From an optimization exercise on the open Yosys and OpenROAD flow, aimed at small area, a short achievable clock period and few clock cycles per item; shortcuts taken in it are not production practice.
In this exercise RTL edits were held to simulation tests only and were not proved equivalent to the original.
No activity file was given, so power comes from the tool's default toggle rates.

`constraint.sdc`:
```
create_clock -name core_clock -period 6.0 [get_ports {clk}]
set_input_delay 1.2000 -clock core_clock [delete_from_list [all_inputs] [get_ports {clk}]]
set_output_delay 1.2000 -clock core_clock [all_outputs]
set_load 0.01 [all_outputs]
```
`design.v`:
```
package ple_pkg;
	localparam logic [2:0] OP_APPEND   = 3'd0;
	localparam logic [2:0] OP_INSERT   = 3'd1;
	localparam logic [2:0] OP_READ     = 3'd2;
	localparam logic [2:0] OP_DEL_LAST = 3'd3;
	localparam logic [2:0] OP_DEL_POS  = 3'd4;
	localparam logic [1:0] ST_OK    = 2'd0;
	localparam logic [1:0] ST_EMPTY = 2'd1;
	localparam logic [1:0] ST_FULL  = 2'd2;
	localparam logic [1:0] ST_RANGE = 2'd3;
	localparam int IN_W       = 40;
	localparam int IN_USER_W  = 3;
	localparam int OUT_W      = 104;
	localparam int OUT_USER_W = 2;
endpackage
module ple_cell #(
	parameter int DATA_WIDTH = 32
) (
	input  logic                  clk,
	input  logic                  sel_prev,
	input  logic                  sel_next,
	input  logic                  sel_word,
	input  logic [DATA_WIDTH-1:0] word,
	input  logic [DATA_WIDTH-1:0] prev_data,
	input  logic [DATA_WIDTH-1:0] next_data,
	output logic [DATA_WIDTH-1:0] data
);
	always_ff @(posedge clk) begin
		if (sel_prev)
			data <= prev_data;
		else if (sel_next)
			data <= next_data;
		else if (sel_word)
			data <= word;
	end
endmodule
module positional_list_engine_core (
	input  logic          clk,
	input  logic          arst_n,
	input  logic          s_axis_tvalid,
	output logic          s_axis_tready,
	input  logic [39:0]   s_axis_tdata,
	input  logic [2:0]    s_axis_tuser,
	output logic          m_axis_tvalid,
	input  logic          m_axis_tready,
	output logic [103:0]  m_axis_tdata,
	output logic [1:0]    m_axis_tuser
);
	localparam int N = 16;
	logic [2:0]  op;
	logic [4:0]  pos;
	logic [31:0] word;
	assign op   = s_axis_tuser;
	assign pos  = s_axis_tdata[4:0];
	assign word = s_axis_tdata[36:5];
	logic        m_valid_q;
	logic [31:0] rd_q;
	logic [4:0]  cnt_q;
	logic [31:0] first_q;
	logic [31:0] last_q;
	logic [1:0]  st_q;
	logic exec;
	assign s_axis_tready = !m_valid_q || m_axis_tready;
	assign exec = s_axis_tvalid && s_axis_tready;
	logic is_app, is_ins, is_rd, is_dl, is_dp;
	logic full, empty, pos_ge_n, pos_ge_n1;
	logic ins, del, rd_ok;
	logic [4:0] tgt;
	logic [1:0] st_d;
	logic [4:0] cnt_d;
	assign is_app = (op == ple_pkg::OP_APPEND);
	assign is_ins = (op == ple_pkg::OP_INSERT);
	assign is_rd  = (op == ple_pkg::OP_READ);
	assign is_dl  = (op == ple_pkg::OP_DEL_LAST);
	assign is_dp  = (op == ple_pkg::OP_DEL_POS);
	assign full      = cnt_q[4];
	assign empty     = (cnt_q == 5'd0);
	assign pos_ge_n  = (pos >= cnt_q);
	assign pos_ge_n1 = (pos >= cnt_q - 5'd1);
	assign ins   = (is_app || is_ins) && !full;
	assign del   = (is_dl || is_dp) && !empty;
	assign rd_ok = is_rd && !empty && !pos_ge_n;
	always_comb begin
		if (ins)
			tgt = (is_app || pos_ge_n) ? cnt_q : pos;
		else
			tgt = (is_dl || pos_ge_n) ? cnt_q - 5'd1 : pos;
	end
	always_comb begin
		st_d = ple_pkg::ST_OK;
		if (is_app || is_ins) begin
			if (full)
				st_d = ple_pkg::ST_FULL;
		end else if (is_rd) begin
			if (empty)
				st_d = ple_pkg::ST_EMPTY;
			else if (pos_ge_n)
				st_d = ple_pkg::ST_RANGE;
		end else if (is_dl || is_dp) begin
			if (empty)
				st_d = ple_pkg::ST_EMPTY;
		end else begin
			st_d = ple_pkg::ST_RANGE;
		end
	end
	assign cnt_d = ins ? cnt_q + 5'd1 : del ? cnt_q - 5'd1 : cnt_q;
	logic [31:0] ent [N];
	for (genvar i = 0; i < N; i++) begin : g_cell
		logic sp, sn, sw;
		logic [31:0] pd, nd;
		assign sw = exec && ins && (5'(i) == tgt);
		if (i == 0) begin : g_head
			assign sp = 1'b0;
			assign pd = '0;
		end else begin : g_mid
			assign sp = exec && ins && (5'(i) > tgt);
			assign pd = ent[i-1];
		end
		if (i == N - 1) begin : g_tail
			assign sn = 1'b0;
			assign nd = '0;
		end else begin : g_body
			assign sn = exec && del && (5'(i) >= tgt);
			assign nd = ent[i+1];
		end
		ple_cell #(.DATA_WIDTH(32)) u_cell (
			.clk       (clk),
			.sel_prev  (sp),
			.sel_next  (sn),
			.sel_word  (sw),
			.word      (word),
			.prev_data (pd),
			.next_data (nd),
			.data      (ent[i])
		);
	end
	logic [3:0]  la;
	logic [31:0] look;
	logic [4:0]  nm2;
	assign nm2  = cnt_q - 5'd2;
	assign la   = is_rd ? pos[3:0] : nm2[3:0];
	assign look = ent[la];
	logic [31:0] rd_d, first_d, last_d;
	logic        nz_d;
	assign nz_d = (cnt_d != 5'd0);
	assign rd_d = rd_ok ? look : 32'd0;
	always_comb begin
		first_d = first_q;
		if (!nz_d)
			first_d = '0;
		else if (ins && tgt == 5'd0)
			first_d = word;
		else if (del && tgt == 5'd0)
			first_d = ent[1];
	end
	always_comb begin
		last_d = last_q;
		if (!nz_d)
			last_d = '0;
		else if (ins && (is_app || pos_ge_n))
			last_d = word;
		else if (del && (is_dl || pos_ge_n1))
			last_d = look;
	end
	always_ff @(posedge clk or negedge arst_n) begin
		if (!arst_n) begin
			m_valid_q <= 1'b0;
			cnt_q     <= '0;
			first_q   <= '0;
			last_q    <= '0;
		end else begin
			if (exec)
				m_valid_q <= 1'b1;
			else if (m_axis_tready)
				m_valid_q <= 1'b0;
			if (exec) begin
				cnt_q   <= cnt_d;
				first_q <= first_d;
				last_q  <= last_d;
			end
		end
	end
	always_ff @(posedge clk) begin
		if (exec) begin
			rd_q <= rd_d;
			st_q <= st_d;
		end
	end
	assign m_axis_tvalid = m_valid_q;
	assign m_axis_tdata  = {3'b000, last_q, first_q, cnt_q, rd_q};
	assign m_axis_tuser  = st_q;
endmodule
```
`run.sh`:
```
#!/bin/bash
# synth_recipe.tcl (not shown) runs the flow's synth.tcl, then flattens the netlist and writes it again
# the make line also repeats each setting of config.mk as NAME=value (left out here)
make -C /OpenROAD-flow-scripts/flow DESIGN_CONFIG=/design/flow/config.mk WORK_HOME=/design/flow/orfs CLKGATE_MAP_FILE= SYNTH_SCRIPT=/design/flow/synth_recipe.tcl finish
```
`config.mk`:
```
export PLATFORM = sky130hd
export DESIGN_NAME = positional_list_engine_core
export DESIGN_NICKNAME = positional_list_engine_core
export VERILOG_FILES = /design/flow/design.v
export SDC_FILE = /design/flow/constraint.sdc
export NUM_CORES = 4
export LEC_CHECK = 0
export CAP_MARGIN = 20
export CORE_MARGIN = 2
export CORE_UTILIZATION = 40
export SLEW_MARGIN = 20
```
==> notes.md <==
[layer usage]
layer	vias to the layer above	wire, µm	GRT usage, %
li1	12963	-	-
met1	15379	56400	45.0
met2	2814	64600	49.0
met3	608	25100	12.5
met4	4	8490	15.9
met5	-	27	0
[flip-flops by register name, indices dropped and copies added, names as in the netlist]
| signal | flops |
|---|---|
| rd_q | 32 |
| g_cell.u_cell.data | 512 |
| last_q | 32 |
| cnt_q | 5 |
| st_q | 2 |
| first_q | 32 |
| m_valid_q | 1 |
[cells in the mapped netlist (70+ instances only)]
cell and count:
edfxtp_1 546, nand2_1 522, mux2i_1 293, o21ai_0 252
nor2_1 230, clkbuf_1 221, a31oi_1 172, a22oi_1 154
a21oi_1 124, nor3_1 116, nand3_1 112, buf_2 73
dfrtp_1 70
[report_power, final]
part           total [W]  internal, W  leakage (nW)  switching, W
Sequential       0.00580      0.00536          5.89      0.000442
Clock            0.00480      0.00285          1.24       0.00194
Combinational    0.00719      0.00236          6.54       0.00483
[critical path: stages]
cell	delay, ns
clkdlybuf4s50_1	0.70
ha_1	0.32
a21oi_1	0.39
o21ai_0	0.21
a21oi_2	0.40
nor3_1	0.16
nor3_4	0.46
buf_4	0.35
o21a_2	0.44
nand2b_1	0.18
buf_4	0.37
a31oi_1	0.15
[final cells by class]
| cell class | instances | share of cell area [%] |
|---|---|---|
| sequential | 616 | 44.1 |
| multi-input combinational | 2408 | 37.6 |
| timing repair buffer | 355 | 8.56 |
| clock buffer | 92 | 4.89 |
| tap | 1144 | 3.48 |
| clock inverter | 40 | 1.24 |
| inverter | 13 | 0.122 |
| antenna | 3 | 0.0183 |
[through the flow]
| stage | worst slack, ns | cell area [µm²] | cells | hold WS, ns | util [%] |
|---|---|---|---|---|---|
| 5_1_grt | 0.859 | 41100 | 4668 | 0.503 | 48.1 |
| 2_1_floorplan | 0.305 | 34600 | 3374 | 0.516 | - |
| 4_1_cts | 1.05 | 41100 | 4667 | 0.491 | 48.1 |
| 3_3_place_gp | 0.430 | 38600 | 4534 | 0.472 | 45.1 |
| 6_report | 0.974 | 41100 | 4671 | 0.485 | 48.2 |
| 3_5_place_dp | 0.394 | 38600 | 4535 | 0.473 | 45.2 |
[path summary, 6_finish.rpt]
check / to / cells past startpoint
worst min-delay path: first_q[8] / 1
min in group asynchronous: last_q[10] / 1
worst max register to register: g_cell[9].u_cell.data[15] / 12
worst min register to register: first_q[8] / 1
max in group asynchronous: first_q[4] / 2
worst max-delay path: g_cell[9].u_cell.data[15] / 12
[cell families after synthesis]
group / synth area share [%]
DFF: 52.4
adders and majority gates: 0.578
buffers and inverters: 4.55
other: 0.0108
xor gates and xnor gates: 0.177
muxes: 10.9
AOI/OAI and AO/OA: 18.0
and+or+nand+nor: 13.3
==> notes.md <==
max-slew violations -> 0
Post-CTS Setup Bufs -> 0
Synth top area share -> 47.4%
status -> finished clean
hold buffers post-CTS -> 0
CTS tree -> built
Final Wtd Congestion -> 0.953
Synth warnings -> 3
WL per Instance -> 33.1 µm
total negative slack -> 0 ns
routed vias/inst -> 6.80
DRC violations left -> 0
Setup-failing EPs final -> 0
R2R setup slack -> 1.49 ns
GR Overflow Total -> 0
fraction of layout cells with a size suffix above 1 -> 14.0%
WP data required -> 6.35 ns
CTS H-tree lvls -> 3
most common cell after layout, fill and taps aside -> edfxtp_1
Avg Inst Size Synth -> 10.3 µm²
largest net degree at the start of global routing -> 65
Chip Width -> 298 µm
via count -> 31768
Fin. Hold Viols -> 0
Initial Utilization -> 40.5%
post-synthesis sequential area ratio -> 52.4%
Pleak -> 13.7 nW
clk root buf -> clkbuf_16
PortBufs -> 148
RR Startpoint -> cnt_q[0]
io pins -> 155
Syn Inst Count -> 3372
crit path DAT -> 5.38 ns
Reg area -> 18100 µm²
Post-synth EDFFs -> 546
Hold Startpoint -> first_q[8]
Core Rows -> 107
Netlist Area Pre-Place -> 34600 µm²
fin nets -> 3529
unrepaired setup endpoints after global routing -> no
post-route minimum period -> 5.03 ns
die area -> 88900 µm²
total global routing track utilization -> 33.9%
Final Skew -> 0.0332 ns
Hold WC Path Type -> reg2reg
CTS Sinks -> 616
post-synth cell types -> 80
clk slew on worst S/H paths -> 0.06 ns
critical path class -> in2reg
global-route wire length before repair -> 219 mm
Detailed Route Iter0 Violations -> 5401
Total Power -> 0.0178 W
commonest cells after routing, fill and taps aside -> edfxtp_1 (546), nand2_1 (520), mux2i_1 (293)
Worst Setup End Kind -> register
max-cap viol count -> 0
slew of the pin with the lowest slew margin -> 1.30 ns
multi-input logic area -> 15500 µm²
top cells by area, synth -> edfxtp_1 (47%), mux2i_1 (8.5%), nand2_1 (5.7%)
core box area -> 85400 µm²
peak supply drop -> 0.294 mV
Post-DRT Antenna Nets -> 0
period utilization -> 83.8%
critical path launch point -> s_axis_tdata[4]
Synth Flop Type -> edfxtp_1
post-synthesis async set-or-reset flop share -> 11.4%
Yosys reg bits -> 616
deepest clock path buffer count -> 3
clock latency (worst-skew pair) -> 0.65 ns
relative slew slack -> 12.9%
Synth area leader -> edfxtp_1
number of fill cells in the layout -> 7888
worst-path maximum fanout -> 21
Initial DRT Pass Iterations -> 19
Num CTS Buffers -> 72
PD cells -> 432 nW/µm²
vias in the first global route -> 30047
initial antenna violation count -> 4
Resize count post-CTS -> 0
startpoint types -> input pin
Fmax -> 199 MHz
DPL Wire Length -> 95.4 mm
die height -> 298 µm
Post-Route WL -> 155 mm
area grow syn2layout -> 18.8%
Testbench counts, summed over its fixed seeds: cycles 12,008, items 12,000.

separate check: timing with driven ports:
The results above use ideal ports. As a check the final layout listed here was re-extracted and re-timed, cells and wires unchanged.
Step 1: set_driving_cell puts a clkbuf_16 on clk and a buf_2 on each other input, an assumption about the parent block.
Step 2 moves the port delays by t, midway between the first and last clock arrival at a register: inputs arrive t later, outputs are due t later. That takes back most of the time a late clock gives input paths.
Three values: ideal, step 1, step 2; two values: the first two.
t (ns): 0.700
setup WS [ns]: 0.974 / 1.004 / 0.304
clock arrival spread, ns: 0.034 / 0.034
After both steps this run still meets setup and hold. The setup slack of this run moves by +0.030 ns with the drivers and by -0.670 ns with both steps.
